This is an optimization exercise on Yosys and OpenROAD, whose aim is small area and few clock cycles per item, not a production implementation.
At most, simulation tests tie the RTL to the original design; equivalence was not proved.
No functional check of the RTL was part of run 1.

## flow/design.v (module list and top-level ports; edited modules follow where they fit)
// module fp_mult_pipe: 1339 lines
// module fp_mult_fa: 10 lines
// module fp_mult_ha: 9 lines
// module fp_mult_bsel: 10 lines
// module fp_mult_add: 293 lines
module fp_mult_pipe #(
    parameter int EXP_W = 8,
    parameter int MAN_W = 23
) (
    input  logic                   clk,
    input  logic                   rst_n,
    input  logic                   in_valid,
    output logic                   in_ready,
    input  logic [EXP_W+MAN_W:0]   a,
    input  logic [EXP_W+MAN_W:0]   b,
    output logic                   out_valid,
    input  logic                   out_ready,
    output logic [EXP_W+MAN_W:0]   product,
    output logic [4:0]             flags
);
  // ...
==> flow/flow/run.sh <==
#!/bin/bash
# Standard layout with two changes: the port buffers are buf_2 cells, and right
# after synthesis every combinational cell is set to its smallest drive strength
# (the standard repair steps then size up what timing and slew need).
set -euo pipefail
export BUFFER_PORTS_ARGS="-buffer_cell sky130_fd_sc_hd__buf_2"
bash standard.sh synth > synth.log 2>&1
DS_ODB="$PWD/orfs/results/$FLOW_PLATFORM/fp_mult_pipe/base/1_synth.odb" \
DS_LIB="$FLOW_HOME/platforms/$FLOW_PLATFORM/lib/sky130_fd_sc_hd__tt_025C_1v80.lib" \
DS_MAP="$PWD/flow/downsize_map.txt" \
  openroad -no_init -exit flow/downsize.tcl > downsize.log 2>&1
bash standard.sh > standard.log 2>&1
==> flow/flow/downsize.tcl <==
# Replace every combinational cell by the smallest cell of the same function
# (same name but drive strength); the resizer later sizes up what timing needs.
set odb $::env(DS_ODB)
read_liberty $::env(DS_LIB)
read_db $odb
set map [dict create]
set f [open $::env(DS_MAP)]
while {[gets $f line] >= 0} {
  if {[llength $line] == 2} { dict set map [lindex $line 0] [lindex $line 1] }
}
close $f
set n 0
foreach inst [get_cells *] {
  set ref [get_property $inst ref_name]
  if {[dict exists $map $ref]} {
    replace_cell $inst [dict get $map $ref]
    incr n
  }
}
puts "downsize: replaced $n instances"
write_db $odb
==> flow/flow/downsize_map.txt <==
sky130_fd_sc_hd__a2111o_2 sky130_fd_sc_hd__a2111o_1
sky130_fd_sc_hd__a2111o_4 sky130_fd_sc_hd__a2111o_1
sky130_fd_sc_hd__a2111oi_1 sky130_fd_sc_hd__a2111oi_0
sky130_fd_sc_hd__a2111oi_2 sky130_fd_sc_hd__a2111oi_0
sky130_fd_sc_hd__a2111oi_4 sky130_fd_sc_hd__a2111oi_0
sky130_fd_sc_hd__a211o_2 sky130_fd_sc_hd__a211o_1
sky130_fd_sc_hd__a211o_4 sky130_fd_sc_hd__a211o_1
sky130_fd_sc_hd__a211oi_2 sky130_fd_sc_hd__a211oi_1
sky130_fd_sc_hd__a211oi_4 sky130_fd_sc_hd__a211oi_1
sky130_fd_sc_hd__a21bo_4 sky130_fd_sc_hd__a21bo_1
sky130_fd_sc_hd__a21boi_2 sky130_fd_sc_hd__a21boi_0
sky130_fd_sc_hd__a21boi_4 sky130_fd_sc_hd__a21boi_0
sky130_fd_sc_hd__a21o_2 sky130_fd_sc_hd__a21o_1
sky130_fd_sc_hd__a21o_4 sky130_fd_sc_hd__a21o_1
sky130_fd_sc_hd__a21oi_2 sky130_fd_sc_hd__a21oi_1
sky130_fd_sc_hd__a21oi_4 sky130_fd_sc_hd__a21oi_1
sky130_fd_sc_hd__a221o_2 sky130_fd_sc_hd__a221o_1
sky130_fd_sc_hd__a221o_4 sky130_fd_sc_hd__a221o_1
sky130_fd_sc_hd__a221oi_2 sky130_fd_sc_hd__a221oi_1
sky130_fd_sc_hd__a221oi_4 sky130_fd_sc_hd__a221oi_1
sky130_fd_sc_hd__a22o_2 sky130_fd_sc_hd__a22o_1
sky130_fd_sc_hd__a22o_4 sky130_fd_sc_hd__a22o_1
sky130_fd_sc_hd__a22oi_2 sky130_fd_sc_hd__a22oi_1
sky130_fd_sc_hd__a22oi_4 sky130_fd_sc_hd__a22oi_1
sky130_fd_sc_hd__a2bb2o_2 sky130_fd_sc_hd__a2bb2o_1
sky130_fd_sc_hd__a2bb2o_4 sky130_fd_sc_hd__a2bb2o_1
sky130_fd_sc_hd__a2bb2oi_2 sky130_fd_sc_hd__a2bb2oi_1
sky130_fd_sc_hd__a2bb2oi_4 sky130_fd_sc_hd__a2bb2oi_1
sky130_fd_sc_hd__a311o_2 sky130_fd_sc_hd__a311o_1
sky130_fd_sc_hd__a311o_4 sky130_fd_sc_hd__a311o_1
sky130_fd_sc_hd__a311oi_2 sky130_fd_sc_hd__a311oi_1
sky130_fd_sc_hd__a311oi_4 sky130_fd_sc_hd__a311oi_1
sky130_fd_sc_hd__a31o_4 sky130_fd_sc_hd__a31o_1
sky130_fd_sc_hd__a31oi_2 sky130_fd_sc_hd__a31oi_1
sky130_fd_sc_hd__a31oi_4 sky130_fd_sc_hd__a31oi_1
sky130_fd_sc_hd__a32o_2 sky130_fd_sc_hd__a32o_1
sky130_fd_sc_hd__a32o_4 sky130_fd_sc_hd__a32o_1
sky130_fd_sc_hd__a32oi_2 sky130_fd_sc_hd__a32oi_1
sky130_fd_sc_hd__a32oi_4 sky130_fd_sc_hd__a32oi_1
sky130_fd_sc_hd__a41o_2 sky130_fd_sc_hd__a41o_1
sky130_fd_sc_hd__a41o_4 sky130_fd_sc_hd__a41o_1
sky130_fd_sc_hd__a41oi_2 sky130_fd_sc_hd__a41oi_1
sky130_fd_sc_hd__a41oi_4 sky130_fd_sc_hd__a41oi_1
sky130_fd_sc_hd__and2_2 sky130_fd_sc_hd__and2_0
sky130_fd_sc_hd__and2_4 sky130_fd_sc_hd__and2_0
sky130_fd_sc_hd__and2b_2 sky130_fd_sc_hd__and2b_1
sky130_fd_sc_hd__and2b_4 sky130_fd_sc_hd__and2b_1
sky130_fd_sc_hd__and3_2 sky130_fd_sc_hd__and3_1
sky130_fd_sc_hd__and3_4 sky130_fd_sc_hd__and3_1
sky130_fd_sc_hd__and3b_2 sky130_fd_sc_hd__and3b_1
sky130_fd_sc_hd__and3b_4 sky130_fd_sc_hd__and3b_1
sky130_fd_sc_hd__and4_2 sky130_fd_sc_hd__and4_1
sky130_fd_sc_hd__and4_4 sky130_fd_sc_hd__and4_1
sky130_fd_sc_hd__and4b_2 sky130_fd_sc_hd__and4b_1
sky130_fd_sc_hd__and4b_4 sky130_fd_sc_hd__and4b_1
sky130_fd_sc_hd__and4bb_4 sky130_fd_sc_hd__and4bb_1
sky130_fd_sc_hd__maj3_2 sky130_fd_sc_hd__maj3_1
sky130_fd_sc_hd__maj3_4 sky130_fd_sc_hd__maj3_1
sky130_fd_sc_hd__mux2_4 sky130_fd_sc_hd__mux2_1
sky130_fd_sc_hd__mux2_8 sky130_fd_sc_hd__mux2_1
sky130_fd_sc_hd__mux2i_2 sky130_fd_sc_hd__mux2i_1
sky130_fd_sc_hd__mux2i_4 sky130_fd_sc_hd__mux2i_1
sky130_fd_sc_hd__mux4_1 sky130_fd_sc_hd__mux4_2
sky130_fd_sc_hd__mux4_4 sky130_fd_sc_hd__mux4_2
sky130_fd_sc_hd__nand2_2 sky130_fd_sc_hd__nand2_1
sky130_fd_sc_hd__nand2_4 sky130_fd_sc_hd__nand2_1
sky130_fd_sc_hd__nand2_8 sky130_fd_sc_hd__nand2_1
sky130_fd_sc_hd__nand2b_2 sky130_fd_sc_hd__nand2b_1
sky130_fd_sc_hd__nand2b_4 sky130_fd_sc_hd__nand2b_1
sky130_fd_sc_hd__nand3_2 sky130_fd_sc_hd__nand3_1
sky130_fd_sc_hd__nand3_4 sky130_fd_sc_hd__nand3_1
sky130_fd_sc_hd__nand3b_2 sky130_fd_sc_hd__nand3b_1
sky130_fd_sc_hd__nand3b_4 sky130_fd_sc_hd__nand3b_1
sky130_fd_sc_hd__nand4_2 sky130_fd_sc_hd__nand4_1
sky130_fd_sc_hd__nand4_4 sky130_fd_sc_hd__nand4_1
sky130_fd_sc_hd__nand4b_2 sky130_fd_sc_hd__nand4b_1
sky130_fd_sc_hd__nand4b_4 sky130_fd_sc_hd__nand4b_1
sky130_fd_sc_hd__nand4bb_2 sky130_fd_sc_hd__nand4bb_1
sky130_fd_sc_hd__nand4bb_4 sky130_fd_sc_hd__nand4bb_1
sky130_fd_sc_hd__nor2_2 sky130_fd_sc_hd__nor2_1
sky130_fd_sc_hd__nor2_4 sky130_fd_sc_hd__nor2_1
sky130_fd_sc_hd__nor2_8 sky130_fd_sc_hd__nor2_1
sky130_fd_sc_hd__nor2b_2 sky130_fd_sc_hd__nor2b_1
sky130_fd_sc_hd__nor2b_4 sky130_fd_sc_hd__nor2b_1
sky130_fd_sc_hd__nor3_2 sky130_fd_sc_hd__nor3_1
sky130_fd_sc_hd__nor3_4 sky130_fd_sc_hd__nor3_1
sky130_fd_sc_hd__nor3b_2 sky130_fd_sc_hd__nor3b_1
sky130_fd_sc_hd__nor3b_4 sky130_fd_sc_hd__nor3b_1
sky130_fd_sc_hd__nor4_2 sky130_fd_sc_hd__nor4_1
sky130_fd_sc_hd__nor4_4 sky130_fd_sc_hd__nor4_1
sky130_fd_sc_hd__nor4b_2 sky130_fd_sc_hd__nor4b_1
sky130_fd_sc_hd__nor4b_4 sky130_fd_sc_hd__nor4b_1
sky130_fd_sc_hd__nor4bb_2 sky130_fd_sc_hd__nor4bb_1
sky130_fd_sc_hd__nor4bb_4 sky130_fd_sc_hd__nor4bb_1
sky130_fd_sc_hd__o2111a_2 sky130_fd_sc_hd__o2111a_1
sky130_fd_sc_hd__o2111a_4 sky130_fd_sc_hd__o2111a_1
sky130_fd_sc_hd__o2111ai_2 sky130_fd_sc_hd__o2111ai_1
sky130_fd_sc_hd__o2111ai_4 sky130_fd_sc_hd__o2111ai_1
sky130_fd_sc_hd__o211a_4 sky130_fd_sc_hd__o211a_1
sky130_fd_sc_hd__o211ai_2 sky130_fd_sc_hd__o211ai_1
sky130_fd_sc_hd__o211ai_4 sky130_fd_sc_hd__o211ai_1
sky130_fd_sc_hd__o21a_2 sky130_fd_sc_hd__o21a_1
sky130_fd_sc_hd__o21a_4 sky130_fd_sc_hd__o21a_1
sky130_fd_sc_hd__o21ai_2 sky130_fd_sc_hd__o21ai_0
sky130_fd_sc_hd__o21ai_4 sky130_fd_sc_hd__o21ai_0
sky130_fd_sc_hd__o21ba_4 sky130_fd_sc_hd__o21ba_1
sky130_fd_sc_hd__o21bai_2 sky130_fd_sc_hd__o21bai_1
sky130_fd_sc_hd__o21bai_4 sky130_fd_sc_hd__o21bai_1
sky130_fd_sc_hd__o221a_4 sky130_fd_sc_hd__o221a_1
sky130_fd_sc_hd__o221ai_2 sky130_fd_sc_hd__o221ai_1
sky130_fd_sc_hd__o221ai_4 sky130_fd_sc_hd__o221ai_1
sky130_fd_sc_hd__o22a_2 sky130_fd_sc_hd__o22a_1
sky130_fd_sc_hd__o22a_4 sky130_fd_sc_hd__o22a_1
sky130_fd_sc_hd__o22ai_2 sky130_fd_sc_hd__o22ai_1
sky130_fd_sc_hd__o22ai_4 sky130_fd_sc_hd__o22ai_1
sky130_fd_sc_hd__o2bb2a_2 sky130_fd_sc_hd__o2bb2a_1
sky130_fd_sc_hd__o2bb2a_4 sky130_fd_sc_hd__o2bb2a_1
sky130_fd_sc_hd__o2bb2ai_2 sky130_fd_sc_hd__o2bb2ai_1
sky130_fd_sc_hd__o2bb2ai_4 sky130_fd_sc_hd__o2bb2ai_1
sky130_fd_sc_hd__o311a_2 sky130_fd_sc_hd__o311a_1
sky130_fd_sc_hd__o311a_4 sky130_fd_sc_hd__o311a_1
sky130_fd_sc_hd__o311ai_2 sky130_fd_sc_hd__o311ai_0
sky130_fd_sc_hd__o311ai_4 sky130_fd_sc_hd__o311ai_0
sky130_fd_sc_hd__o31a_2 sky130_fd_sc_hd__o31a_1
sky130_fd_sc_hd__o31a_4 sky130_fd_sc_hd__o31a_1
sky130_fd_sc_hd__o31ai_2 sky130_fd_sc_hd__o31ai_1
sky130_fd_sc_hd__o31ai_4 sky130_fd_sc_hd__o31ai_1
sky130_fd_sc_hd__o32a_2 sky130_fd_sc_hd__o32a_1
sky130_fd_sc_hd__o32a_4 sky130_fd_sc_hd__o32a_1
sky130_fd_sc_hd__o32ai_2 sky130_fd_sc_hd__o32ai_1
sky130_fd_sc_hd__o32ai_4 sky130_fd_sc_hd__o32ai_1
sky130_fd_sc_hd__o41a_2 sky130_fd_sc_hd__o41a_1
sky130_fd_sc_hd__o41a_4 sky130_fd_sc_hd__o41a_1
sky130_fd_sc_hd__o41ai_2 sky130_fd_sc_hd__o41ai_1
sky130_fd_sc_hd__o41ai_4 sky130_fd_sc_hd__o41ai_1
sky130_fd_sc_hd__or2_4 sky130_fd_sc_hd__or2_0
sky130_fd_sc_hd__or2b_2 sky130_fd_sc_hd__or2b_1
sky130_fd_sc_hd__or2b_4 sky130_fd_sc_hd__or2b_1
sky130_fd_sc_hd__or3_2 sky130_fd_sc_hd__or3_1
sky130_fd_sc_hd__or3_4 sky130_fd_sc_hd__or3_1
sky130_fd_sc_hd__or3b_4 sky130_fd_sc_hd__or3b_1
sky130_fd_sc_hd__or4_2 sky130_fd_sc_hd__or4_1
sky130_fd_sc_hd__or4_4 sky130_fd_sc_hd__or4_1
sky130_fd_sc_hd__or4b_4 sky130_fd_sc_hd__or4b_1
sky130_fd_sc_hd__or4bb_2 sky130_fd_sc_hd__or4bb_1
sky130_fd_sc_hd__or4bb_4 sky130_fd_sc_hd__or4bb_1
sky130_fd_sc_hd__sdlclkp_2 sky130_fd_sc_hd__sdlclkp_1
sky130_fd_sc_hd__sdlclkp_4 sky130_fd_sc_hd__sdlclkp_1
sky130_fd_sc_hd__xnor2_2 sky130_fd_sc_hd__xnor2_1
sky130_fd_sc_hd__xnor2_4 sky130_fd_sc_hd__xnor2_1
sky130_fd_sc_hd__xnor3_2 sky130_fd_sc_hd__xnor3_1
sky130_fd_sc_hd__xnor3_4 sky130_fd_sc_hd__xnor3_1
sky130_fd_sc_hd__xor2_2 sky130_fd_sc_hd__xor2_1
sky130_fd_sc_hd__xor2_4 sky130_fd_sc_hd__xor2_1
sky130_fd_sc_hd__xor3_2 sky130_fd_sc_hd__xor3_1
sky130_fd_sc_hd__xor3_4 sky130_fd_sc_hd__xor3_1
==> flow/standard.sh <==
#!/bin/bash
# synth_recipe.tcl (not shown) runs the flow's synth.tcl, then flattens the netlist and writes it again
# the make line also repeats each setting of config.mk as NAME=value (left out here)
make -C /OpenROAD-flow-scripts/flow DESIGN_CONFIG=/design/flow/config.mk WORK_HOME=/design/flow/orfs CLKGATE_MAP_FILE= SYNTH_SCRIPT=/design/flow/synth_recipe.tcl "${@:-finish}"
==> flow/config.mk <==
export PLATFORM = sky130hd
export DESIGN_NAME = fp_mult_pipe
export DESIGN_NICKNAME = fp_mult_pipe
export VERILOG_FILES = /design/flow/design.v
export SDC_FILE = /design/flow/constraint.sdc
export NUM_CORES = 4
export LEC_CHECK = 0
export CAP_MARGIN = 20
export CORE_MARGIN = 2
export CORE_UTILIZATION = 40
export GPL_TIMING_DRIVEN = 0
export SETUP_SLACK_MARGIN = 0.05
export SLEW_MARGIN = 20
export SYNTH_HIERARCHICAL = 1
==> flow/constraint.sdc <==
create_clock -name core_clock -period 7.5 [get_ports {clk}]
set_input_delay 1.5000 -clock core_clock [delete_from_list [all_inputs] [get_ports {clk}]]
set_output_delay 1.5000 -clock core_clock [all_outputs]
set_load 0.01 [all_outputs]
==> metrics.csv, run 1 <==
metric,value,unit
fin_crit,7540,ps
crit_fanout,11,
placed_cell_area,18000,um2
setup_violations,4,
fp-row-count,73,
status,"complete, but fails checks",
yosysWarnings,7,
signal_buffers,278,
cap_violations,0,
crit_end,st_r$_DFFE_PN_,
clk_latency,290,ps
taps,525,
cp_cell_sequence,buf_16 -> buf_12 -> xnor2_4 -> o22ai_1 -> xor2_1 -> fa_1 -> fa_2 -> fa_1 -> fa_1 -> ha_4 -> a21o_1 -> a21oi_1 -> inv_1 -> o21ai_2 -> nand2b_1 -> inv_1 -> fa_2 -> nand4_1 -> nor3b_2 -> nand3_1 -> nor4_2 -> o2111ai_2 -> a211o_1,
synth.avg_cell_area,9.57,um2
syn_area,16200,um2
place_hpwl,40.8,mm
wl_met2,28.9,mm
fin_ws,-41.2,ps
crit_top_cell,fa_1,
skew,5.08,ps
grt_max_degree,32,
ant_nets,0,
violations,negative setup slack,
use_met1,37.9,%
crit_start,b[9],
cts_tree,done,
final_common_cell,xor2_1,
final.clkbuf_count,7,
hold_violations,0,
max-slew-margin-rel,22.5,%
cts_buffer_depth,2,
multiInputGateArea,15700,um2
r2r_cells,2,
rr_endpoint,e_r[4]$_DFFE_PN_,
track_usage,29.6,%
n_antenna_cell,1,
grt-busiest-layer,met2,
use_met3,8.46,%
drc,0,
overflow,0,
==> inputs of run 2 (changes only) <==
--- a/flow/design.v
+++ b/flow/design.v
@@ -640,130 +640,131 @@
     logic p272;
     fp_mult_bsel u_p272 (.one_n(~bo10), .two_n(~bt10), .neg(bn10), .a0_n(an_s[21]), .a1_n(an_s[20]), .p(p272));
     logic p273;
     fp_mult_bsel u_p273 (.one_n(~bo10), .two_n(~bt10), .neg(bn10), .a0_n(an_s[22]), .a1_n(an_s[21]), .p(p273));
     logic p274;
     assign p274 = (bo10 | (bt10 & a[22])) ^ bn10;
     logic p275;
     assign p275 = (bt10) ^ bn10;
-    logic bo11, bt11, bn11;
+    logic bo11, bt11;
     assign bo11 = b[22] ^ b[21];
-    assign bt11 = (1'b1 & ~b[22] & ~b[21]) | (~1'b1 & b[22] & b[21]);
-    assign bn11 = 1'b1;
+    assign bt11 = ~b[22] & ~b[21];
     logic p276;
-    assign p276 = ((bo11 & a[0])) ^ bn11;
+    assign p276 = ~((bo11 & a[0]));
     logic p277;
-    fp_mult_bsel u_p277 (.one_n(~bo11), .two_n(~bt11), .neg(bn11), .a0_n(an_s[1]), .a1_n(an_s[0]), .p(p277));
+    assign p277 = ~((bo11 & a[1]) | (bt11 & a[0]));
     logic p278;
-    fp_mult_bsel u_p278 (.one_n(~bo11), .two_n(~bt11), .neg(bn11), .a0_n(an_s[2]), .a1_n(an_s[1]), .p(p278));
+    assign p278 = ~((bo11 & a[2]) | (bt11 & a[1]));
     logic p279;
-    fp_mult_bsel u_p279 (.one_n(~bo11), .two_n(~bt11), .neg(bn11), .a0_n(an_s[3]), .a1_n(an_s[2]), .p(p279));
+    assign p279 = ~((bo11 & a[3]) | (bt11 & a[2]));
     logic p280;
-    fp_mult_bsel u_p280 (.one_n(~bo11), .two_n(~bt11), .neg(bn11), .a0_n(an_s[4]), .a1_n(an_s[3]), .p(p280));
+    assign p280 = ~((bo11 & a[4]) | (bt11 & a[3]));
     logic p281;
-    fp_mult_bsel u_p281 (.one_n(~bo11), .two_n(~bt11), .neg(bn11), .a0_n(an_s[5]), .a1_n(an_s[4]), .p(p281));
+    assign p281 = ~((bo11 & a[5]) | (bt11 & a[4]));
     logic p282;
-    fp_mult_bsel u_p282 (.one_n(~bo11), .two_n(~bt11), .neg(bn11), .a0_n(an_s[6]), .a1_n(an_s[5]), .p(p282));
+    assign p282 = ~((bo11 & a[6]) | (bt11 & a[5]));
     logic p283;
-    fp_mult_bsel u_p283 (.one_n(~bo11), .two_n(~bt11), .neg(bn11), .a0_n(an_s[7]), .a1_n(an_s[6]), .p(p283));
+    assign p283 = ~((bo11 & a[7]) | (bt11 & a[6]));
     logic p284;
-    fp_mult_bsel u_p284 (.one_n(~bo11), .two_n(~bt11), .neg(bn11), .a0_n(an_s[8]), .a1_n(an_s[7]), .p(p284));
+    assign p284 = ~((bo11 & a[8]) | (bt11 & a[7]));
     logic p285;
-    fp_mult_bsel u_p285 (.one_n(~bo11), .two_n(~bt11), .neg(bn11), .a0_n(an_s[9]), .a1_n(an_s[8]), .p(p285));
+    assign p285 = ~((bo11 & a[9]) | (bt11 & a[8]));
     logic p286;
-    fp_mult_bsel u_p286 (.one_n(~bo11), .two_n(~bt11), .neg(bn11), .a0_n(an_s[10]), .a1_n(an_s[9]), .p(p286));
+    assign p286 = ~((bo11 & a[10]) | (bt11 & a[9]));
     logic p287;
-    fp_mult_bsel u_p287 (.one_n(~bo11), .two_n(~bt11), .neg(bn11), .a0_n(an_s[11]), .a1_n(an_s[10]), .p(p287));
+    assign p287 = ~((bo11 & a[11]) | (bt11 & a[10]));
     logic p288;
-    fp_mult_bsel u_p288 (.one_n(~bo11), .two_n(~bt11), .neg(bn11), .a0_n(an_s[12]), .a1_n(an_s[11]), .p(p288));
+    assign p288 = ~((bo11 & a[12]) | (bt11 & a[11]));
     logic p289;
-    fp_mult_bsel u_p289 (.one_n(~bo11), .two_n(~bt11), .neg(bn11), .a0_n(an_s[13]), .a1_n(an_s[12]), .p(p289));
+    assign p289 = ~((bo11 & a[13]) | (bt11 & a[12]));
     logic p290;
-    fp_mult_bsel u_p290 (.one_n(~bo11), .two_n(~bt11), .neg(bn11), .a0_n(an_s[14]), .a1_n(an_s[13]), .p(p290));
+    assign p290 = ~((bo11 & a[14]) | (bt11 & a[13]));
     logic p291;
-    fp_mult_bsel u_p291 (.one_n(~bo11), .two_n(~bt11), .neg(bn11), .a0_n(an_s[15]), .a1_n(an_s[14]), .p(p291));
+    assign p291 = ~((bo11 & a[15]) | (bt11 & a[14]));
     logic p292;
-    fp_mult_bsel u_p292 (.one_n(~bo11), .two_n(~bt11), .neg(bn11), .a0_n(an_s[16]), .a1_n(an_s[15]), .p(p292));
+    assign p292 = ~((bo11 & a[16]) | (bt11 & a[15]));
     logic p293;
-    fp_mult_bsel u_p293 (.one_n(~bo11), .two_n(~bt11), .neg(bn11), .a0_n(an_s[17]), .a1_n(an_s[16]), .p(p293));
+    assign p293 = ~((bo11 & a[17]) | (bt11 & a[16]));
     logic p294;
-    fp_mult_bsel u_p294 (.one_n(~bo11), .two_n(~bt11), .neg(bn11), .a0_n(an_s[18]), .a1_n(an_s[17]), .p(p294));
+    assign p294 = ~((bo11 & a[18]) | (bt11 & a[17]));
     logic p295;
-    fp_mult_bsel u_p295 (.one_n(~bo11), .two_n(~bt11), .neg(bn11), .a0_n(an_s[19]), .a1_n(an_s[18]), .p(p295));
+    assign p295 = ~((bo11 & a[19]) | (bt11 & a[18]));
     logic p296;
-    fp_mult_bsel u_p296 (.one_n(~bo11), .two_n(~bt11), .neg(bn11), .a0_n(an_s[20]), .a1_n(an_s[19]), .p(p296));
+    assign p296 = ~((bo11 & a[20]) | (bt11 & a[19]));
     logic p297;
-    fp_mult_bsel u_p297 (.one_n(~bo11), .two_n(~bt11), .neg(bn11), .a0_n(an_s[21]), .a1_n(an_s[20]), .p(p297));
+    assign p297 = ~((bo11 & a[21]) | (bt11 & a[20]));
     logic p298;
-    fp_mult_bsel u_p298 (.one_n(~bo11), .two_n(~bt11), .neg(bn11), .a0_n(an_s[22]), .a1_n(an_s[21]), .p(p298));
+    assign p298 = ~((bo11 & a[22]) | (bt11 & a[21]));
     logic p299;
-    assign p299 = (bo11 | (bt11 & a[22])) ^ bn11;
+    assign p299 = ~(bo11 | (bt11 & a[22]));
     logic p300;
-    assign p300 = (bt11) ^ bn11;
+    assign p300 = ~(bt11);
     logic q301;
-    assign q301 = ~a[4];
+    assign q301 = ~p115;
     logic q302;
-    assign q302 = ~a[6];
+    assign q302 = ~a[4];
     logic q303;
-    assign q303 = ~a[8];
+    assign q303 = ~a[6];
     logic q304;
-    assign q304 = ~a[10];
+    assign q304 = ~a[8];
     logic q305;
-    assign q305 = ~a[12];
+    assign q305 = ~a[10];
     logic q306;
-    assign q306 = ~a[14];
+    assign q306 = ~a[12];
     logic q307;
-    assign q307 = ~a[16];
+    assign q307 = ~a[14];
     logic q308;
-    assign q308 = ~a[18];
+    assign q308 = ~a[16];
     logic q309;
-    assign q309 = ~a[20];
+    assign q309 = ~a[18];
     logic q310;
-    assign q310 = ~a[22];
-    logic s311, c312;
-    fp_mult_ha u_s311 (.x(bn8), .y(p109), .s(s311), .c(c312));
+    assign q310 = ~a[20];
+    logic q311;
+    assign q311 = ~a[22];
+    logic q312;
+    assign q312 = ~a[22];
     logic s313, c314;
-    fp_mult_ha u_s313 (.x(p110), .y(p133), .s(s313), .c(c314));
+    fp_mult_ha u_s313 (.x(bn8), .y(p109), .s(s313), .c(c314));
     logic s315, c316;
-    fp_mult_fa u_s315 (.x(bn9), .y(p111), .z(p134), .s(s315), .c(c316));
+    fp_mult_ha u_s315 (.x(p110), .y(p133), .s(s315), .c(c316));
     logic s317, c318;
-    fp_mult_ha u_s317 (.x(p157), .y(p180), .s(s317), .c(c318));
+    fp_mult_fa u_s317 (.x(bn9), .y(p111), .z(p134), .s(s317), .c(c318));
     logic s319, c320;
-    fp_mult_fa u_s319 (.x(p112), .y(p135), .z(p158), .s(s319), .c(c320));
+    fp_mult_ha u_s319 (.x(p157), .y(p180), .s(s319), .c(c320));
     logic s321, c322;
-    fp_mult_ha u_s321 (.x(p181), .y(p20), .s(s321), .c(c322));
+    fp_mult_fa u_s321 (.x(p112), .y(p135), .z(p158), .s(s321), .c(c322));
     logic s323, c324;
-    fp_mult_fa u_s323 (.x(bn10), .y(p113), .z(p136), .s(s323), .c(c324));
+    fp_mult_ha u_s323 (.x(p181), .y(p20), .s(s323), .c(c324));
     logic s325, c326;
-    fp_mult_fa u_s325 (.x(p159), .y(p182), .z(p205), .s(s325), .c(c326));
+    fp_mult_fa u_s325 (.x(bn10), .y(p113), .z(p136), .s(s325), .c(c326));
     logic s327, c328;
-    fp_mult_ha u_s327 (.x(p21), .y(p228), .s(s327), .c(c328));
+    fp_mult_fa u_s327 (.x(p159), .y(p182), .z(p205), .s(s327), .c(c328));
     logic s329, c330;
-    fp_mult_fa u_s329 (.x(p114), .y(p137), .z(p160), .s(s329), .c(c330));
+    fp_mult_ha u_s329 (.x(p21), .y(p228), .s(s329), .c(c330));
     logic s331, c332;
-    fp_mult_fa u_s331 (.x(p183), .y(p206), .z(p22), .s(s331), .c(c332));
+    fp_mult_fa u_s331 (.x(p114), .y(p137), .z(p160), .s(s331), .c(c332));
     logic s333, c334;
-    fp_mult_ha u_s333 (.x(p229), .y(p252), .s(s333), .c(c334));
+    fp_mult_fa u_s333 (.x(p183), .y(p206), .z(p22), .s(s333), .c(c334));
     logic s335, c336;
-    fp_mult_fa u_s335 (.x(bn11), .y(p115), .z(p138), .s(s335), .c(c336));
+    fp_mult_ha u_s335 (.x(p229), .y(p252), .s(s335), .c(c336));
     logic s337, c338;
-    fp_mult_fa u_s337 (.x(p161), .y(p184), .z(p207), .s(s337), .c(c338));
+    fp_mult_fa u_s337 (.x(p138), .y(p161), .z(p184), .s(s337), .c(c338));
     logic s339, c340;
-    fp_mult_fa u_s339 (.x(p23), .y(p230), .z(p253), .s(s339), .c(c340));
+    fp_mult_fa u_s339 (.x(p207), .y(p23), .z(p230), .s(s339), .c(c340));
     logic s341, c342;
-    fp_mult_ha u_s341 (.x(p276), .y(p46), .s(s341), .c(c342));
+    fp_mult_fa u_s341 (.x(p253), .y(p276), .z(p46), .s(s341), .c(c342));
     logic s343, c344;
-    fp_mult_fa u_s343 (.x(p116), .y(p139), .z(p162), .s(s343), .c(c344));
+    fp_mult_fa u_s343 (.x(p115), .y(p116), .z(p139), .s(s343), .c(c344));
     logic s345, c346;
-    fp_mult_fa u_s345 (.x(p185), .y(p208), .z(p231), .s(s345), .c(c346));
+    fp_mult_fa u_s345 (.x(p162), .y(p185), .z(p208), .s(s345), .c(c346));
     logic s347, c348;
-    fp_mult_fa u_s347 (.x(p24), .y(p254), .z(p277), .s(s347), .c(c348));
+    fp_mult_fa u_s347 (.x(p231), .y(p24), .z(p254), .s(s347), .c(c348));
     logic s349, c350;
-    fp_mult_ha u_s349 (.x(p47), .y(p70), .s(s349), .c(c350));
+    fp_mult_ha u_s349 (.x(p277), .y(p47), .s(s349), .c(c350));
     logic s351, c352;
     fp_mult_fa u_s351 (.x(a[0]), .y(p117), .z(p140), .s(s351), .c(c352));
     logic s353, c354;
     fp_mult_fa u_s353 (.x(p163), .y(p186), .z(p209), .s(s353), .c(c354));
     logic s355, c356;
     fp_mult_fa u_s355 (.x(p232), .y(p25), .z(p255), .s(s355), .c(c356));
     logic s357, c358;
     fp_mult_fa u_s357 (.x(p278), .y(p48), .z(p71), .s(s357), .c(c358));
@@ -787,37 +788,37 @@
     fp_mult_fa u_s375 (.x(a[3]), .y(~bn0), .z(~bn1), .s(s375), .c(c376));
     logic s377, c378;
     fp_mult_fa u_s377 (.x(p120), .y(p143), .z(p166), .s(s377), .c(c378));
     logic s379, c380;
     fp_mult_fa u_s379 (.x(p189), .y(p212), .z(p235), .s(s379), .c(c380));
     logic s381, c382;
     fp_mult_fa u_s381 (.x(p258), .y(p281), .z(p74), .s(s381), .c(c382));
     logic s383, c384;
-    fp_mult_fa u_s383 (.x(q301), .y(p121), .z(p144), .s(s383), .c(c384));
+    fp_mult_fa u_s383 (.x(q302), .y(p121), .z(p144), .s(s383), .c(c384));
     logic s385, c386;
     fp_mult_fa u_s385 (.x(p167), .y(p190), .z(p213), .s(s385), .c(c386));
     logic s387, c388;
     fp_mult_fa u_s387 (.x(p236), .y(p259), .z(p282), .s(s387), .c(c388));
     logic s389, c390;
     fp_mult_fa u_s389 (.x(a[4]), .y(a[5]), .z(~bn2), .s(s389), .c(c390));
     logic s391, c392;
     fp_mult_fa u_s391 (.x(p122), .y(p145), .z(p168), .s(s391), .c(c392));
     logic s393, c394;
     fp_mult_fa u_s393 (.x(p191), .y(p214), .z(p237), .s(s393), .c(c394));
     logic s395, c396;
-    fp_mult_fa u_s395 (.x(q302), .y(p100), .z(p123), .s(s395), .c(c396));
+    fp_mult_fa u_s395 (.x(q303), .y(p100), .z(p123), .s(s395), .c(c396));
     logic s397, c398;
     fp_mult_fa u_s397 (.x(p146), .y(p169), .z(p192), .s(s397), .c(c398));
     logic s399, c400;
     fp_mult_fa u_s399 (.x(a[6]), .y(a[7]), .z(~bn3), .s(s399), .c(c400));
     logic s401, c402;
     fp_mult_fa u_s401 (.x(p124), .y(p147), .z(p170), .s(s401), .c(c402));
     logic s403, c404;
-    fp_mult_fa u_s403 (.x(q303), .y(p125), .z(p148), .s(s403), .c(c404));
+    fp_mult_fa u_s403 (.x(q304), .y(p125), .z(p148), .s(s403), .c(c404));
     logic s405, c406;
     fp_mult_fa u_s405 (.x(a[8]), .y(a[9]), .z(~bn4), .s(s405), .c(c406));
     logic s407, c408;
     fp_mult_ha u_s407 (.x(bn5), .y(p103), .s(s407), .c(c408));
     logic s409, c410;
     fp_mult_ha u_s409 (.x(p104), .y(p12), .s(s409), .c(c410));
     logic s411, c412;
     fp_mult_fa u_s411 (.x(bn6), .y(p105), .z(p128), .s(s411), .c(c412));
@@ -839,57 +840,57 @@
     fp_mult_fa u_s427 (.x(p16), .y(p177), .z(p39), .s(s427), .c(c428));
     logic s429, c430;
     fp_mult_ha u_s429 (.x(p62), .y(p85), .s(s429), .c(c430));
     logic s431, c432;
     fp_mult_fa u_s431 (.x(p132), .y(p155), .z(p17), .s(s431), .c(c432));
     logic s433, c434;
     fp_mult_fa u_s433 (.x(p178), .y(p201), .z(p40), .s(s433), .c(c434));
     logic s435, c436;
-    fp_mult_fa u_s435 (.x(p63), .y(p86), .z(s311), .s(s435), .c(c436));
+    fp_mult_fa u_s435 (.x(p63), .y(p86), .z(s313), .s(s435), .c(c436));
     logic s437, c438;
     fp_mult_fa u_s437 (.x(p156), .y(p179), .z(p18), .s(s437), .c(c438));
     logic s439, c440;
     fp_mult_fa u_s439 (.x(p202), .y(p41), .z(p64), .s(s439), .c(c440));
     logic s441, c442;
-    fp_mult_fa u_s441 (.x(p87), .y(c312), .z(s313), .s(s441), .c(c442));
+    fp_mult_fa u_s441 (.x(p87), .y(c314), .z(s315), .s(s441), .c(c442));
     logic s443, c444;
     fp_mult_fa u_s443 (.x(p19), .y(p203), .z(p226), .s(s443), .c(c444));
     logic s445, c446;
     fp_mult_fa u_s445 (.x(p42), .y(p65), .z(p88), .s(s445), .c(c446));
     logic s447, c448;
-    fp_mult_fa u_s447 (.x(c314), .y(s317), .z(s315), .s(s447), .c(c448));
+    fp_mult_fa u_s447 (.x(c316), .y(s319), .z(s317), .s(s447), .c(c448));
     logic s449, c450;
     fp_mult_fa u_s449 (.x(p204), .y(p227), .z(p43), .s(s449), .c(c450));
     logic s451, c452;
-    fp_mult_fa u_s451 (.x(p66), .y(p89), .z(c318), .s(s451), .c(c452));
+    fp_mult_fa u_s451 (.x(p66), .y(p89), .z(c320), .s(s451), .c(c452));
     logic s453, c454;
-    fp_mult_fa u_s453 (.x(s321), .y(c316), .z(s319), .s(s453), .c(c454));
+    fp_mult_fa u_s453 (.x(s323), .y(c318), .z(s321), .s(s453), .c(c454));
     logic s455, c456;
     fp_mult_fa u_s455 (.x(p251), .y(p44), .z(p67), .s(s455), .c(c456));
     logic s457, c458;
-    fp_mult_fa u_s457 (.x(p90), .y(c322), .z(s327), .s(s457), .c(c458));
+    fp_mult_fa u_s457 (.x(p90), .y(c324), .z(s329), .s(s457), .c(c458));
     logic s459, c460;
-    fp_mult_fa u_s459 (.x(c320), .y(s323), .z(s325), .s(s459), .c(c460));
+    fp_mult_fa u_s459 (.x(c322), .y(s325), .z(s327), .s(s459), .c(c460));
     logic s461, c462;
     fp_mult_fa u_s461 (.x(p45), .y(p68), .z(p91), .s(s461), .c(c462));
     logic s463, c464;
-    fp_mult_fa u_s463 (.x(c328), .y(s333), .z(c324), .s(s463), .c(c464));
+    fp_mult_fa u_s463 (.x(c330), .y(s335), .z(c326), .s(s463), .c(c464));
     logic s465, c466;
-    fp_mult_fa u_s465 (.x(c326), .y(s329), .z(s331), .s(s465), .c(c466));
+    fp_mult_fa u_s465 (.x(c328), .y(s331), .z(s333), .s(s465), .c(c466));
     logic s467, c468;
-    fp_mult_fa u_s467 (.x(p69), .y(p92), .z(c334), .s(s467), .c(c468));
+    fp_mult_fa u_s467 (.x(p69), .y(p92), .z(q301), .s(s467), .c(c468));
     logic s469, c470;
-    fp_mult_fa u_s469 (.x(s341), .y(c330), .z(c332), .s(s469), .c(c470));
+    fp_mult_fa u_s469 (.x(c336), .y(c332), .z(c334), .s(s469), .c(c470));
     logic s471, c472;
-    fp_mult_fa u_s471 (.x(s335), .y(s337), .z(s339), .s(s471), .c(c472));
+    fp_mult_fa u_s471 (.x(s337), .y(s339), .z(s341), .s(s471), .c(c472));
     logic s473, c474;
-    fp_mult_fa u_s473 (.x(p93), .y(c342), .z(s349), .s(s473), .c(c474));
+    fp_mult_fa u_s473 (.x(p70), .y(p93), .z(s349), .s(s473), .c(c474));
     logic s475, c476;
-    fp_mult_fa u_s475 (.x(c336), .y(c338), .z(c340), .s(s475), .c(c476));
+    fp_mult_fa u_s475 (.x(c338), .y(c340), .z(c342), .s(s475), .c(c476));
     logic s477, c478;
     fp_mult_fa u_s477 (.x(s343), .y(s345), .z(s347), .s(s477), .c(c478));
     logic s479, c480;
     fp_mult_fa u_s479 (.x(p94), .y(c350), .z(c344), .s(s479), .c(c480));
     logic s481, c482;
     fp_mult_fa u_s481 (.x(c346), .y(c348), .z(s351), .s(s481), .c(c482));
     logic s483, c484;
     fp_mult_fa u_s483 (.x(s353), .y(s355), .z(s357), .s(s483), .c(c484));
@@ -943,37 +944,37 @@
     fp_mult_fa u_s531 (.x(c400), .y(c402), .z(s403), .s(s531), .c(c532));
     logic s533, c534;
     fp_mult_fa u_s533 (.x(p149), .y(p172), .z(p195), .s(s533), .c(c534));
     logic s535, c536;
     fp_mult_fa u_s535 (.x(p218), .y(p241), .z(p264), .s(s535), .c(c536));
     logic s537, c538;
     fp_mult_fa u_s537 (.x(p287), .y(s405), .z(c404), .s(s537), .c(c538));
     logic s539, c540;
-    fp_mult_fa u_s539 (.x(q304), .y(p150), .z(p173), .s(s539), .c(c540));
+    fp_mult_fa u_s539 (.x(q305), .y(p150), .z(p173), .s(s539), .c(c540));
     logic s541, c542;
     fp_mult_fa u_s541 (.x(p196), .y(p219), .z(p242), .s(s541), .c(c542));
     logic s543, c544;
     fp_mult_fa u_s543 (.x(p265), .y(p288), .z(c406), .s(s543), .c(c544));
     logic s545, c546;
     fp_mult_fa u_s545 (.x(a[10]), .y(a[11]), .z(~bn5), .s(s545), .c(c546));
     logic s547, c548;
     fp_mult_fa u_s547 (.x(p174), .y(p197), .z(p220), .s(s547), .c(c548));
     logic s549, c550;
     fp_mult_fa u_s549 (.x(p243), .y(p266), .z(p289), .s(s549), .c(c550));
     logic s551, c552;
-    fp_mult_fa u_s551 (.x(q305), .y(p175), .z(p198), .s(s551), .c(c552));
+    fp_mult_fa u_s551 (.x(q306), .y(p175), .z(p198), .s(s551), .c(c552));
     logic s553, c554;
     fp_mult_fa u_s553 (.x(p221), .y(p244), .z(p267), .s(s553), .c(c554));
     logic s555, c556;
     fp_mult_fa u_s555 (.x(a[12]), .y(a[13]), .z(~bn6), .s(s555), .c(c556));
     logic s557, c558;
     fp_mult_fa u_s557 (.x(p199), .y(p222), .z(p245), .s(s557), .c(c558));
     logic s559, c560;
-    fp_mult_fa u_s559 (.x(q306), .y(p200), .z(p223), .s(s559), .c(c560));
+    fp_mult_fa u_s559 (.x(q307), .y(p200), .z(p223), .s(s559), .c(c560));
     logic s561, c562;
     fp_mult_fa u_s561 (.x(a[14]), .y(a[15]), .z(~bn7), .s(s561), .c(c562));
     logic s563, c564;
     fp_mult_ha u_s563 (.x(bn3), .y(p30), .s(s563), .c(c564));
     logic s565, c566;
     fp_mult_ha u_s565 (.x(p31), .y(p54), .s(s565), .c(c566));
     logic s567, c568;
     fp_mult_fa u_s567 (.x(bn4), .y(p101), .z(p32), .s(s567), .c(c568));
@@ -1099,25 +1100,25 @@
     fp_mult_fa u_s687 (.x(p246), .y(p269), .z(p292), .s(s687), .c(c688));
     logic s689, c690;
     fp_mult_fa u_s689 (.x(c556), .y(c558), .z(s559), .s(s689), .c(c690));
     logic s691, c692;
     fp_mult_fa u_s691 (.x(p224), .y(p247), .z(p270), .s(s691), .c(c692));
     logic s693, c694;
     fp_mult_fa u_s693 (.x(p293), .y(s561), .z(c560), .s(s693), .c(c694));
     logic s695, c696;
-    fp_mult_fa u_s695 (.x(q307), .y(p225), .z(p248), .s(s695), .c(c696));
+    fp_mult_fa u_s695 (.x(q308), .y(p225), .z(p248), .s(s695), .c(c696));
     logic s697, c698;
     fp_mult_fa u_s697 (.x(p271), .y(p294), .z(c562), .s(s697), .c(c698));
     logic s699, c700;
     fp_mult_fa u_s699 (.x(a[16]), .y(a[17]), .z(~bn8), .s(s699), .c(c700));
     logic s701, c702;
     fp_mult_fa u_s701 (.x(p249), .y(p272), .z(p295), .s(s701), .c(c702));
     logic s703, c704;
-    fp_mult_fa u_s703 (.x(q308), .y(p250), .z(p273), .s(s703), .c(c704));
+    fp_mult_fa u_s703 (.x(q309), .y(p250), .z(p273), .s(s703), .c(c704));
     logic s705, c706;
     fp_mult_fa u_s705 (.x(a[18]), .y(a[19]), .z(~bn9), .s(s705), .c(c706));
     logic s707, c708;
     fp_mult_ha u_s707 (.x(bn2), .y(p28), .s(s707), .c(c708));
     logic s709, c710;
     fp_mult_ha u_s709 (.x(p29), .y(p52), .s(s709), .c(c710));
     logic s711, c712;
     fp_mult_fa u_s711 (.x(p53), .y(p7), .z(p76), .s(s711), .c(c712));
@@ -1191,17 +1192,17 @@
     fp_mult_fa u_s779 (.x(c692), .y(s695), .z(s697), .s(s779), .c(c780));
     logic s781, c782;
     fp_mult_fa u_s781 (.x(s699), .y(c696), .z(c698), .s(s781), .c(c782));
     logic s783, c784;
     fp_mult_fa u_s783 (.x(p296), .y(c700), .z(c702), .s(s783), .c(c784));
     logic s785, c786;
     fp_mult_fa u_s785 (.x(p274), .y(p297), .z(s705), .s(s785), .c(c786));
     logic s787, c788;
-    fp_mult_fa u_s787 (.x(q309), .y(p275), .z(p298), .s(s787), .c(c788));
+    fp_mult_fa u_s787 (.x(q310), .y(p275), .z(p298), .s(s787), .c(c788));
     logic s789, c790;
     fp_mult_fa u_s789 (.x(a[20]), .y(a[21]), .z(~bn10), .s(s789), .c(c790));
     logic s791, c792;
     fp_mult_ha u_s791 (.x(bn1), .y(p26), .s(s791), .c(c792));
     logic s793, c794;
     fp_mult_ha u_s793 (.x(p27), .y(p4), .s(s793), .c(c794));
     logic s795, c796;
     fp_mult_fa u_s795 (.x(p5), .y(p51), .z(s707), .s(s795), .c(c796));
@@ -1283,22 +1284,22 @@
     fp_mult_fa u_s871 (.x(s703), .y(c782), .z(s783), .s(s871), .c(c872));
     logic s873, c874;
     fp_mult_fa u_s873 (.x(c704), .y(s785), .z(c784), .s(s873), .c(c874));
     logic s875, c876;
     fp_mult_fa u_s875 (.x(c706), .y(s787), .z(c786), .s(s875), .c(c876));
     logic s877, c878;
     fp_mult_fa u_s877 (.x(p299), .y(s789), .z(c788), .s(s877), .c(c878));
     logic s879, c880;
-    fp_mult_fa u_s879 (.x(q310), .y(p300), .z(c790), .s(s879), .c(c880));
-    logic s881, c882;
-    fp_mult_ha u_s881 (.x(a[22]), .y(bn11), .s(s881), .c(c882));
+    fp_mult_fa u_s879 (.x(q311), .y(p300), .z(c790), .s(s879), .c(c880));
     assign tx_s = {c880, c878, c876, c874, c872, c870, c868, c866, c864, c862, c860, c858, c856, c854, c852, c850, c848, c846, c844, c842, c840, c838, c836, c834, c832, c830, c828, c826, c824, c822, c820, c818, c816, c814, c812, c810, c808, c806, c804, c802, c800, c798, c796, c794, c792, s791, p2, bn0};
-    assign ty_s = {s881, s879, s877, s875, s873, s871, s869, s867, s865, s863, s861, s859, s857, s855, s853, s851, s849, s847, s845, s843, s841, s839, s837, s835, s833, s831, s829, s827, s825, s823, s821, s819, s817, s815, s813, s811, s809, s807, s805, s803, s801, s799, s797, s795, s793, p3, 1'b0, p1};
-    fp_mult_add u_add (.x(tx_s), .y(ty_s), .s(phi_s), .st(st_s));
+    assign ty_s = {q312, s879, s877, s875, s873, s871, s869, s867, s865, s863, s861, s859, s857, s855, s853, s851, s849, s847, s845, s843, s841, s839, s837, s835, s833, s831, s829, s827, s825, s823, s821, s819, s817, s815, s813, s811, s809, s807, s805, s803, s801, s799, s797, s795, s793, p3, 1'b0, p1};
+    assign prod_s = tx_s + ty_s;
+    assign phi_s = prod_s[47:22];
+    assign st_s = |prod_s[21:0];
     always_ff @(posedge clk or negedge rst_n) begin
         if (!rst_n) v_r <= 1'b0;
         else if (in_ready) v_r <= in_valid;
     end
     always_ff @(posedge clk) begin
         if (in_ready) begin
             p_r  <= phi_s;
             st_r <= st_s;
@@ -1361,301 +1362,8 @@
     input  logic two_n,
     input  logic neg,
     input  logic a0_n,
     input  logic a1_n,
     output logic p
 );
     assign p = ~((one_n | a0_n) & (two_n | a1_n)) ^ neg;
 endmodule
-module fp_mult_add (
-    input  logic [47:0] x,
-    input  logic [47:0] y,
-    output logic [47:22] s,
-    output logic st
-);
-    logic [47:0] g, p;
-    assign g = x & y;
-    assign p = x ^ y;
-    logic G1; assign G1 = g[1] | (p[1] & g[0]);
-    logic P1; assign P1 = p[1] & p[0];
-    logic G2; assign G2 = g[3] | (p[3] & g[2]);
-    logic P2; assign P2 = p[3] & p[2];
-    logic G3; assign G3 = g[5] | (p[5] & g[4]);
-    logic P3; assign P3 = p[5] & p[4];
-    logic G4; assign G4 = g[7] | (p[7] & g[6]);
-    logic P4; assign P4 = p[7] & p[6];
-    logic G5; assign G5 = g[9] | (p[9] & g[8]);
-    logic P5; assign P5 = p[9] & p[8];
-    logic G6; assign G6 = g[11] | (p[11] & g[10]);
-    logic P6; assign P6 = p[11] & p[10];
-    logic G7; assign G7 = g[13] | (p[13] & g[12]);
-    logic P7; assign P7 = p[13] & p[12];
-    logic G8; assign G8 = g[15] | (p[15] & g[14]);
-    logic P8; assign P8 = p[15] & p[14];
-    logic G9; assign G9 = g[17] | (p[17] & g[16]);
-    logic P9; assign P9 = p[17] & p[16];
-    logic G10; assign G10 = g[19] | (p[19] & g[18]);
-    logic P10; assign P10 = p[19] & p[18];
-    logic G11; assign G11 = g[21] | (p[21] & g[20]);
-    logic P11; assign P11 = p[21] & p[20];
-    logic G12; assign G12 = g[23] | (p[23] & g[22]);
-    logic P12; assign P12 = p[23] & p[22];
-    logic G13; assign G13 = g[25] | (p[25] & g[24]);
-    logic P13; assign P13 = p[25] & p[24];
-    logic G14; assign G14 = g[27] | (p[27] & g[26]);
-    logic P14; assign P14 = p[27] & p[26];
-    logic G15; assign G15 = g[29] | (p[29] & g[28]);
-    logic P15; assign P15 = p[29] & p[28];
-    logic G16; assign G16 = g[31] | (p[31] & g[30]);
-    logic P16; assign P16 = p[31] & p[30];
-    logic G17; assign G17 = g[33] | (p[33] & g[32]);
-    logic P17; assign P17 = p[33] & p[32];
-    logic G18; assign G18 = g[35] | (p[35] & g[34]);
-    logic P18; assign P18 = p[35] & p[34];
-    logic G19; assign G19 = g[37] | (p[37] & g[36]);
-    logic P19; assign P19 = p[37] & p[36];
-    logic G20; assign G20 = g[39] | (p[39] & g[38]);
-    logic P20; assign P20 = p[39] & p[38];
-    logic G21; assign G21 = g[41] | (p[41] & g[40]);
-    logic P21; assign P21 = p[41] & p[40];
-    logic G22; assign G22 = g[43] | (p[43] & g[42]);
-    logic P22; assign P22 = p[43] & p[42];
-    logic G23; assign G23 = g[45] | (p[45] & g[44]);
-    logic P23; assign P23 = p[45] & p[44];
-    logic G24; assign G24 = g[47] | (p[47] & g[46]);
-    logic P24; assign P24 = p[47] & p[46];
-    logic G25; assign G25 = g[2] | (p[2] & G1);
-    logic P25; assign P25 = p[2] & P1;
-    logic G26; assign G26 = G2 | (P2 & G1);
-    logic P26; assign P26 = P2 & P1;
-    logic G27; assign G27 = g[6] | (p[6] & G3);
-    logic P27; assign P27 = p[6] & P3;
-    logic G28; assign G28 = G4 | (P4 & G3);
-    logic P28; assign P28 = P4 & P3;
-    logic G29; assign G29 = g[10] | (p[10] & G5);
-    logic P29; assign P29 = p[10] & P5;
-    logic G30; assign G30 = G6 | (P6 & G5);
-    logic P30; assign P30 = P6 & P5;
-    logic G31; assign G31 = g[14] | (p[14] & G7);
-    logic P31; assign P31 = p[14] & P7;
-    logic G32; assign G32 = G8 | (P8 & G7);
-    logic P32; assign P32 = P8 & P7;
-    logic G33; assign G33 = g[18] | (p[18] & G9);
-    logic P33; assign P33 = p[18] & P9;
-    logic G34; assign G34 = G10 | (P10 & G9);
-    logic P34; assign P34 = P10 & P9;
-    logic G35; assign G35 = g[22] | (p[22] & G11);
-    logic P35; assign P35 = p[22] & P11;
-    logic G36; assign G36 = G12 | (P12 & G11);
-    logic P36; assign P36 = P12 & P11;
-    logic G37; assign G37 = g[26] | (p[26] & G13);
-    logic P37; assign P37 = p[26] & P13;
-    logic G38; assign G38 = G14 | (P14 & G13);
-    logic P38; assign P38 = P14 & P13;
-    logic G39; assign G39 = g[30] | (p[30] & G15);
-    logic P39; assign P39 = p[30] & P15;
-    logic G40; assign G40 = G16 | (P16 & G15);
-    logic P40; assign P40 = P16 & P15;
-    logic G41; assign G41 = g[34] | (p[34] & G17);
-    logic P41; assign P41 = p[34] & P17;
-    logic G42; assign G42 = G18 | (P18 & G17);
-    logic P42; assign P42 = P18 & P17;
-    logic G43; assign G43 = g[38] | (p[38] & G19);
-    logic P43; assign P43 = p[38] & P19;
-    logic G44; assign G44 = G20 | (P20 & G19);
-    logic P44; assign P44 = P20 & P19;
-    logic G45; assign G45 = g[42] | (p[42] & G21);
-    logic P45; assign P45 = p[42] & P21;
-    logic G46; assign G46 = G22 | (P22 & G21);
-    logic P46; assign P46 = P22 & P21;
-    logic G47; assign G47 = g[46] | (p[46] & G23);
-    logic P47; assign P47 = p[46] & P23;
-    logic G48; assign G48 = G24 | (P24 & G23);
-    logic P48; assign P48 = P24 & P23;
-    logic G49; assign G49 = g[4] | (p[4] & G26);
-    logic P49; assign P49 = p[4] & P26;
-    logic G50; assign G50 = G3 | (P3 & G26);
-    logic P50; assign P50 = P3 & P26;
-    logic G51; assign G51 = G27 | (P27 & G26);
-    logic P51; assign P51 = P27 & P26;
-    logic G52; assign G52 = G28 | (P28 & G26);
-    logic P52; assign P52 = P28 & P26;
-    logic G53; assign G53 = g[12] | (p[12] & G30);
-    logic P53; assign P53 = p[12] & P30;
-    logic G54; assign G54 = G7 | (P7 & G30);
-    logic P54; assign P54 = P7 & P30;
-    logic G55; assign G55 = G31 | (P31 & G30);
-    logic P55; assign P55 = P31 & P30;
-    logic G56; assign G56 = G32 | (P32 & G30);
-    logic P56; assign P56 = P32 & P30;
-    logic G57; assign G57 = g[20] | (p[20] & G34);
-    logic P57; assign P57 = p[20] & P34;
-    logic G58; assign G58 = G11 | (P11 & G34);
-    logic P58; assign P58 = P11 & P34;
-    logic G59; assign G59 = G35 | (P35 & G34);
-    logic P59; assign P59 = P35 & P34;
-    logic G60; assign G60 = G36 | (P36 & G34);
-    logic P60; assign P60 = P36 & P34;
-    logic G61; assign G61 = g[28] | (p[28] & G38);
-    logic P61; assign P61 = p[28] & P38;
-    logic G62; assign G62 = G15 | (P15 & G38);
-    logic P62; assign P62 = P15 & P38;
-    logic G63; assign G63 = G39 | (P39 & G38);
-    logic P63; assign P63 = P39 & P38;
-    logic G64; assign G64 = G40 | (P40 & G38);
-    logic P64; assign P64 = P40 & P38;
-    logic G65; assign G65 = g[36] | (p[36] & G42);
-    logic P65; assign P65 = p[36] & P42;
-    logic G66; assign G66 = G19 | (P19 & G42);
-    logic P66; assign P66 = P19 & P42;
-    logic G67; assign G67 = G43 | (P43 & G42);
-    logic P67; assign P67 = P43 & P42;
-    logic G68; assign G68 = G44 | (P44 & G42);
-    logic P68; assign P68 = P44 & P42;
-    logic G69; assign G69 = g[44] | (p[44] & G46);
-    logic P69; assign P69 = p[44] & P46;
-    logic G70; assign G70 = G23 | (P23 & G46);
-    logic P70; assign P70 = P23 & P46;
-    logic G71; assign G71 = G47 | (P47 & G46);
-    logic P71; assign P71 = P47 & P46;
-    logic G72; assign G72 = G48 | (P48 & G46);
-    logic P72; assign P72 = P48 & P46;
-    logic G73; assign G73 = g[8] | (p[8] & G52);
-    logic P73; assign P73 = p[8] & P52;
-    logic G74; assign G74 = G5 | (P5 & G52);
-    logic P74; assign P74 = P5 & P52;
-    logic G75; assign G75 = G29 | (P29 & G52);
-    logic P75; assign P75 = P29 & P52;
-    logic G76; assign G76 = G30 | (P30 & G52);
-    logic P76; assign P76 = P30 & P52;
-    logic G77; assign G77 = G53 | (P53 & G52);
-    logic P77; assign P77 = P53 & P52;
-    logic G78; assign G78 = G54 | (P54 & G52);
-    logic P78; assign P78 = P54 & P52;
-    logic G79; assign G79 = G55 | (P55 & G52);
-    logic P79; assign P79 = P55 & P52;
-    logic G80; assign G80 = G56 | (P56 & G52);
-    logic P80; assign P80 = P56 & P52;
-    logic G81; assign G81 = g[24] | (p[24] & G60);
-    logic P81; assign P81 = p[24] & P60;
-    logic G82; assign G82 = G13 | (P13 & G60);
-    logic P82; assign P82 = P13 & P60;
-    logic G83; assign G83 = G37 | (P37 & G60);
-    logic P83; assign P83 = P37 & P60;
-    logic G84; assign G84 = G38 | (P38 & G60);
-    logic P84; assign P84 = P38 & P60;
-    logic G85; assign G85 = G61 | (P61 & G60);
-    logic P85; assign P85 = P61 & P60;
-    logic G86; assign G86 = G62 | (P62 & G60);
-    logic P86; assign P86 = P62 & P60;
-    logic G87; assign G87 = G63 | (P63 & G60);
-    logic P87; assign P87 = P63 & P60;
-    logic G88; assign G88 = G64 | (P64 & G60);
-    logic P88; assign P88 = P64 & P60;
-    logic G89; assign G89 = g[40] | (p[40] & G68);
-    logic P89; assign P89 = p[40] & P68;
-    logic G90; assign G90 = G21 | (P21 & G68);
-    logic P90; assign P90 = P21 & P68;
-    logic G91; assign G91 = G45 | (P45 & G68);
-    logic P91; assign P91 = P45 & P68;
-    logic G92; assign G92 = G46 | (P46 & G68);
-    logic P92; assign P92 = P46 & P68;
-    logic G93; assign G93 = G69 | (P69 & G68);
-    logic P93; assign P93 = P69 & P68;
-    logic G94; assign G94 = G70 | (P70 & G68);
-    logic P94; assign P94 = P70 & P68;
-    logic G95; assign G95 = G71 | (P71 & G68);
-    logic P95; assign P95 = P71 & P68;
-    logic G96; assign G96 = G72 | (P72 & G68);
-    logic P96; assign P96 = P72 & P68;
-    logic G97; assign G97 = g[16] | (p[16] & G80);
-    logic P97; assign P97 = p[16] & P80;
-    logic G98; assign G98 = G9 | (P9 & G80);
-    logic P98; assign P98 = P9 & P80;
-    logic G99; assign G99 = G33 | (P33 & G80);
-    logic P99; assign P99 = P33 & P80;
-    logic G100; assign G100 = G34 | (P34 & G80);
-    logic P100; assign P100 = P34 & P80;
-    logic G101; assign G101 = G57 | (P57 & G80);
-    logic P101; assign P101 = P57 & P80;
-    logic G102; assign G102 = G58 | (P58 & G80);
-    logic P102; assign P102 = P58 & P80;
-    logic G103; assign G103 = G59 | (P59 & G80);
-    logic P103; assign P103 = P59 & P80;
-    logic G104; assign G104 = G60 | (P60 & G80);
-    logic P104; assign P104 = P60 & P80;
-    logic G105; assign G105 = G81 | (P81 & G80);
-    logic P105; assign P105 = P81 & P80;
-    logic G106; assign G106 = G82 | (P82 & G80);
-    logic P106; assign P106 = P82 & P80;
-    logic G107; assign G107 = G83 | (P83 & G80);
-    logic P107; assign P107 = P83 & P80;
-    logic G108; assign G108 = G84 | (P84 & G80);
-    logic P108; assign P108 = P84 & P80;
-    logic G109; assign G109 = G85 | (P85 & G80);
-    logic P109; assign P109 = P85 & P80;
-    logic G110; assign G110 = G86 | (P86 & G80);
-    logic P110; assign P110 = P86 & P80;
-    logic G111; assign G111 = G87 | (P87 & G80);
-    logic P111; assign P111 = P87 & P80;
-    logic G112; assign G112 = G88 | (P88 & G80);
-    logic P112; assign P112 = P88 & P80;
-    logic G113; assign G113 = g[32] | (p[32] & G112);
-    logic P113; assign P113 = p[32] & P112;
-    logic G114; assign G114 = G17 | (P17 & G112);
-    logic P114; assign P114 = P17 & P112;
-    logic G115; assign G115 = G41 | (P41 & G112);
-    logic P115; assign P115 = P41 & P112;
-    logic G116; assign G116 = G42 | (P42 & G112);
-    logic P116; assign P116 = P42 & P112;
-    logic G117; assign G117 = G65 | (P65 & G112);
-    logic P117; assign P117 = P65 & P112;
-    logic G118; assign G118 = G66 | (P66 & G112);
-    logic P118; assign P118 = P66 & P112;
-    logic G119; assign G119 = G67 | (P67 & G112);
-    logic P119; assign P119 = P67 & P112;
-    logic G120; assign G120 = G68 | (P68 & G112);
-    logic P120; assign P120 = P68 & P112;
-    logic G121; assign G121 = G89 | (P89 & G112);
-    logic P121; assign P121 = P89 & P112;
-    logic G122; assign G122 = G90 | (P90 & G112);
-    logic P122; assign P122 = P90 & P112;
-    logic G123; assign G123 = G91 | (P91 & G112);
-    logic P123; assign P123 = P91 & P112;
-    logic G124; assign G124 = G92 | (P92 & G112);
-    logic P124; assign P124 = P92 & P112;
-    logic G125; assign G125 = G93 | (P93 & G112);
-    logic P125; assign P125 = P93 & P112;
-    logic G126; assign G126 = G94 | (P94 & G112);
-    logic P126; assign P126 = P94 & P112;
-    logic G127; assign G127 = G95 | (P95 & G112);
-    logic P127; assign P127 = P95 & P112;
-    logic G128; assign G128 = G96 | (P96 & G112);
-    logic P128; assign P128 = P96 & P112;
-    assign s[22] = p[22] ^ G102;
-    assign s[23] = p[23] ^ G103;
-    assign s[24] = p[24] ^ G104;
-    assign s[25] = p[25] ^ G105;
-    assign s[26] = p[26] ^ G106;
-    assign s[27] = p[27] ^ G107;
-    assign s[28] = p[28] ^ G108;
-    assign s[29] = p[29] ^ G109;
-    assign s[30] = p[30] ^ G110;
-    assign s[31] = p[31] ^ G111;
-    assign s[32] = p[32] ^ G112;
-    assign s[33] = p[33] ^ G113;
-    assign s[34] = p[34] ^ G114;
-    assign s[35] = p[35] ^ G115;
-    assign s[36] = p[36] ^ G116;
-    assign s[37] = p[37] ^ G117;
-    assign s[38] = p[38] ^ G118;
-    assign s[39] = p[39] ^ G119;
-    assign s[40] = p[40] ^ G120;
-    assign s[41] = p[41] ^ G121;
-    assign s[42] = p[42] ^ G122;
-    assign s[43] = p[43] ^ G123;
-    assign s[44] = p[44] ^ G124;
-    assign s[45] = p[45] ^ G125;
-    assign s[46] = p[46] ^ G126;
-    assign s[47] = p[47] ^ G127;
-    assign st = (p[0]) | (p[1] ^ g[0]) | (p[2] ^ G1) | (p[3] ^ G25) | (p[4] ^ G26) | (p[5] ^ G49) | (p[6] ^ G50) | (p[7] ^ G51) | (p[8] ^ G52) | (p[9] ^ G73) | (p[10] ^ G74) | (p[11] ^ G75) | (p[12] ^ G76) | (p[13] ^ G77) | (p[14] ^ G78) | (p[15] ^ G79) | (p[16] ^ G80) | (p[17] ^ G97) | (p[18] ^ G98) | (p[19] ^ G99) | (p[20] ^ G100) | (p[21] ^ G101);
-endmodule
==> flow/config.mk (replaced) <==
export PLATFORM = sky130hd
export DESIGN_NAME = fp_mult_pipe
export DESIGN_NICKNAME = fp_mult_pipe
export VERILOG_FILES = /design/flow/design.v
export SDC_FILE = /design/flow/constraint.sdc
export NUM_CORES = 4
export LEC_CHECK = 0
export CAP_MARGIN = 20
export CORE_MARGIN = 2
export CORE_UTILIZATION = 40
export GPL_TIMING_DRIVEN = 0
export SETUP_SLACK_MARGIN = 0.0
export SLEW_MARGIN = 20
export SYNTH_HIERARCHICAL = 1
==> run 2 against run 1 <==
Largest cell class unchanged. Cell count fell by 2.7%. Critical path type unchanged. Global-route usage down 1.3 points. Utilization decreased by 4.2 points. Maximum frequency grew 2.1%. Sequential share of layout area increased by 0.41 points. Design area is 6.4% lower. Synthesized cell count increased by 3.7%. The run now finishes clean.
==> metrics.csv, run 2 <==
metric,value,unit,change
fin_area,19300,um2,was 20600 um2
coreArea,40600,um2,was 39900 um2
reg2reg_from,v_r$_DFFE_PN0N_,,unchanged
io_buffers,106,,unchanged
cp.required,7510,ps,about the same
hold_violations,0,,unchanged
die_h,207,um,was 205 um
slew_viol_final,0,,unchanged
crit_start,b[15],,was b[9]
hold-worst-slack,687,ps,was 726 ps
cts_buffer_depth,2,,unchanged
root_buffer,clkbuf_16,,unchanged
place_hpwl,42.4,mm,was 40.8 mm
clk_pin_slew,50,ps,was 60 ps
grt_first_pass_wirelength,92.2,mm,was 95.0 mm
area_growth,17.7,%,was 27.1%
placed_cell_area,18100,um2,was 18000 um2
grt_max_degree,33,,was 32
hold_start,v_r$_DFFE_PN0N_,,unchanged
clock_sinks,41,,unchanged
routed_wl,62.5,mm,was 67.6 mm
gp_congestion,0.907,,was 0.908
firstDrtPassIters,6,,was 9
min_path_type,register to register,,unchanged
final_cell_mix,"xor2_1, fa_1, o22ai_1",,unchanged
overflow,0,,unchanged
crit_fanout,27,,was 11
post-route-util,47.5,%,was 51.7%
track_usage,28.3,%,was 29.6%
fill_cells,3775,,was 3560
status,finished clean,,"was complete, but fails checks"
synthCells,1759,,was 1697
fp-row-count,74,,was 73
cap_violations,0,,unchanged
r2r_slack,6320,ps,was 6290 ps
start_util,40.4,%,was 40.7%
clk_latency,300,ps,was 290 ps
final_common_cell,xor2_1,,unchanged
min_period_over_period,98.5,%,was 101%
ant_nets,0,,unchanged
setup_violations,0,,was 4
numCtsBuffers,5,,unchanged
drc,0,,unchanged
die-area,42700,um2,was 42200 um2
max_slew.worst_pin.slew,1070,ps,was 1160 ps
io_pins,107,,unchanged
antenna_found_initial,1,,was 3
final_layout_size_suffix_gt1_share,15.1,%,was 21.6%
h-tree-depth,2,,unchanged
start_kind,input pin,,unchanged
viasPerCell,6.43,,was 6.55
cp.arrival,7400,ps,was 7560 ps
worstSetupEndpointType,register,,unchanged
top_register,p_r,,unchanged
grt_pass1_vias,15506,,was 15988
holdBufCountCts,0,,unchanged
cts_tree,done,,unchanged
path_class,input pin to register,,unchanged
largestRegisters,"p_r: 26 flops, e_r: 9 flops",,unchanged
fmax,135,MHz,was 133 MHz
skew,9.72,ps,was 5.08 ps
fp.dieW,207,um,was 205 um
dr.first_iter.drc_count,2076,,was 2183
wl_per_cell,25.4,um,was 26.8 um
nets,2341,,was 2421
fin_crit,7380,ps,was 7540 ps
n_antenna_cell,0,,was 1
syn_area,16400,um2,was 16200 um2
synth.avg_cell_area,9.33,um2,was 9.57 um2
vias,15814,,was 16540
largest_reg_flops,26,,unchanged
yosysWarnings,7,,unchanged
multiInputGateArea,15500,um2,was 15700 um2
max-slew-margin-rel,28.8,%,was 22.5%
ff_latch_area,1230,um2,unchanged
## run 2: worst max-delay path, stage by stage
cell      delay, ps
buf_12          170
xnor2_4         790
o22ai_1         180
xor2_1          230
fa_1            480
fa_1            550
fa_1            440
fa_1            580
fa_1            430
ha_1            280
buf_2           170
a21o_1          200
a21o_1          170
a21o_1          190
a221o_1         400
a221oi_4        310
and4b_1         250
a311oi_2         50
## run 2: path summary, 6_finish.rpt
kind,to,cells past startpoint
setup / recovery,p_r[42]$_DFFE_PN_,18
max in group asynchronous,v_r$_DFFE_PN0N_,1
hold / removal,v_r$_DFFE_PN0N_,2
setup reg to reg,e_r[4]$_DFFE_PN_,2
min in group asynchronous,v_r$_DFFE_PN0N_,1
hold reg to reg,v_r$_DFFE_PN0N_,2
## run 2: routing by layer
layer / vias up / global-route usage (%) / wire (um)
met5: - / 0 / 12
met4: 2 / 12.4 / 3260
met3: 234 / 7.17 / 7320
met2: 1076 / 45.6 / 28400
met1: 7692 / 36.0 / 23500
li1: 6810 / - / -
## run 2: stage by stage
stage / cells / setup slack, ps / TNS (ps)
after floorplan: 1759 / 15.8 / 0
after global placement: 2397 / -2510 / -66720
after detailed placement: 2408 / -2130 / -44310
after CTS: 2439 / 8.98 / 0
after global routing: 2460 / -9.90 / -9.90
final: 2460 / 115 / 0
## run 2: repair_timing
| item | CTS | global route |
|---|---|---|
| setup buffers | 19 | 16 |
| gates cloned | 12 | 5 |
| pin swaps | 6 | 12 |
| setup endpoints to repair | 60 | 37 |
| gates resized for setup | 100 | 62 |
## run 2: area by class of cell
class | instances | area share (%)
Timing Repair Buffer | 153 | 6.32
Clock inverter | 2 | 0.0712
Tap cell | 532 | 3.45
Sequential cell | 41 | 6.35
Inverter | 62 | 1.48
Clock buffer | 6 | 0.719
Multi-Input combinational cell | 1618 | 80.1
Timing Repair inverter | 4 | 0.104
Buffer | 42 | 1.46
Testbench counts of run 2, summed over its fixed seeds: cycles 8,008, items 8,000.

==> re-timing with driven ports <==
The flow's constraints put no driver on any port. The routed layouts listed below were extracted and timed again, unchanged, in two steps.
Step 1 assumes that a clkbuf_16 drives the clock port and a buf_2 every other input.
Step 2 moves the port delays by t, midway between the first and last clock arrival at a register: inputs arrive t later, outputs are due t later. That takes back most of the time a late clock gives input paths.
a / b / c = no drivers / after step 1 / after step 2; a / b = the first two.
run | t (ns) | setup slack, ns | worst setup path at the end | cell pins on the clock port's net
run 1 | 0.326 | -0.041 / -0.153 / -0.479 | input to register | 1
run 2 | 0.330 | 0.115 / 0.096 / -0.233 | input to register | 1
Met with ideal ports but missed after step 2: setup timing in run 2. The setup slack of run 1, which loses most, moves by -0.112 ns with the drivers and by -0.438 ns with both steps.
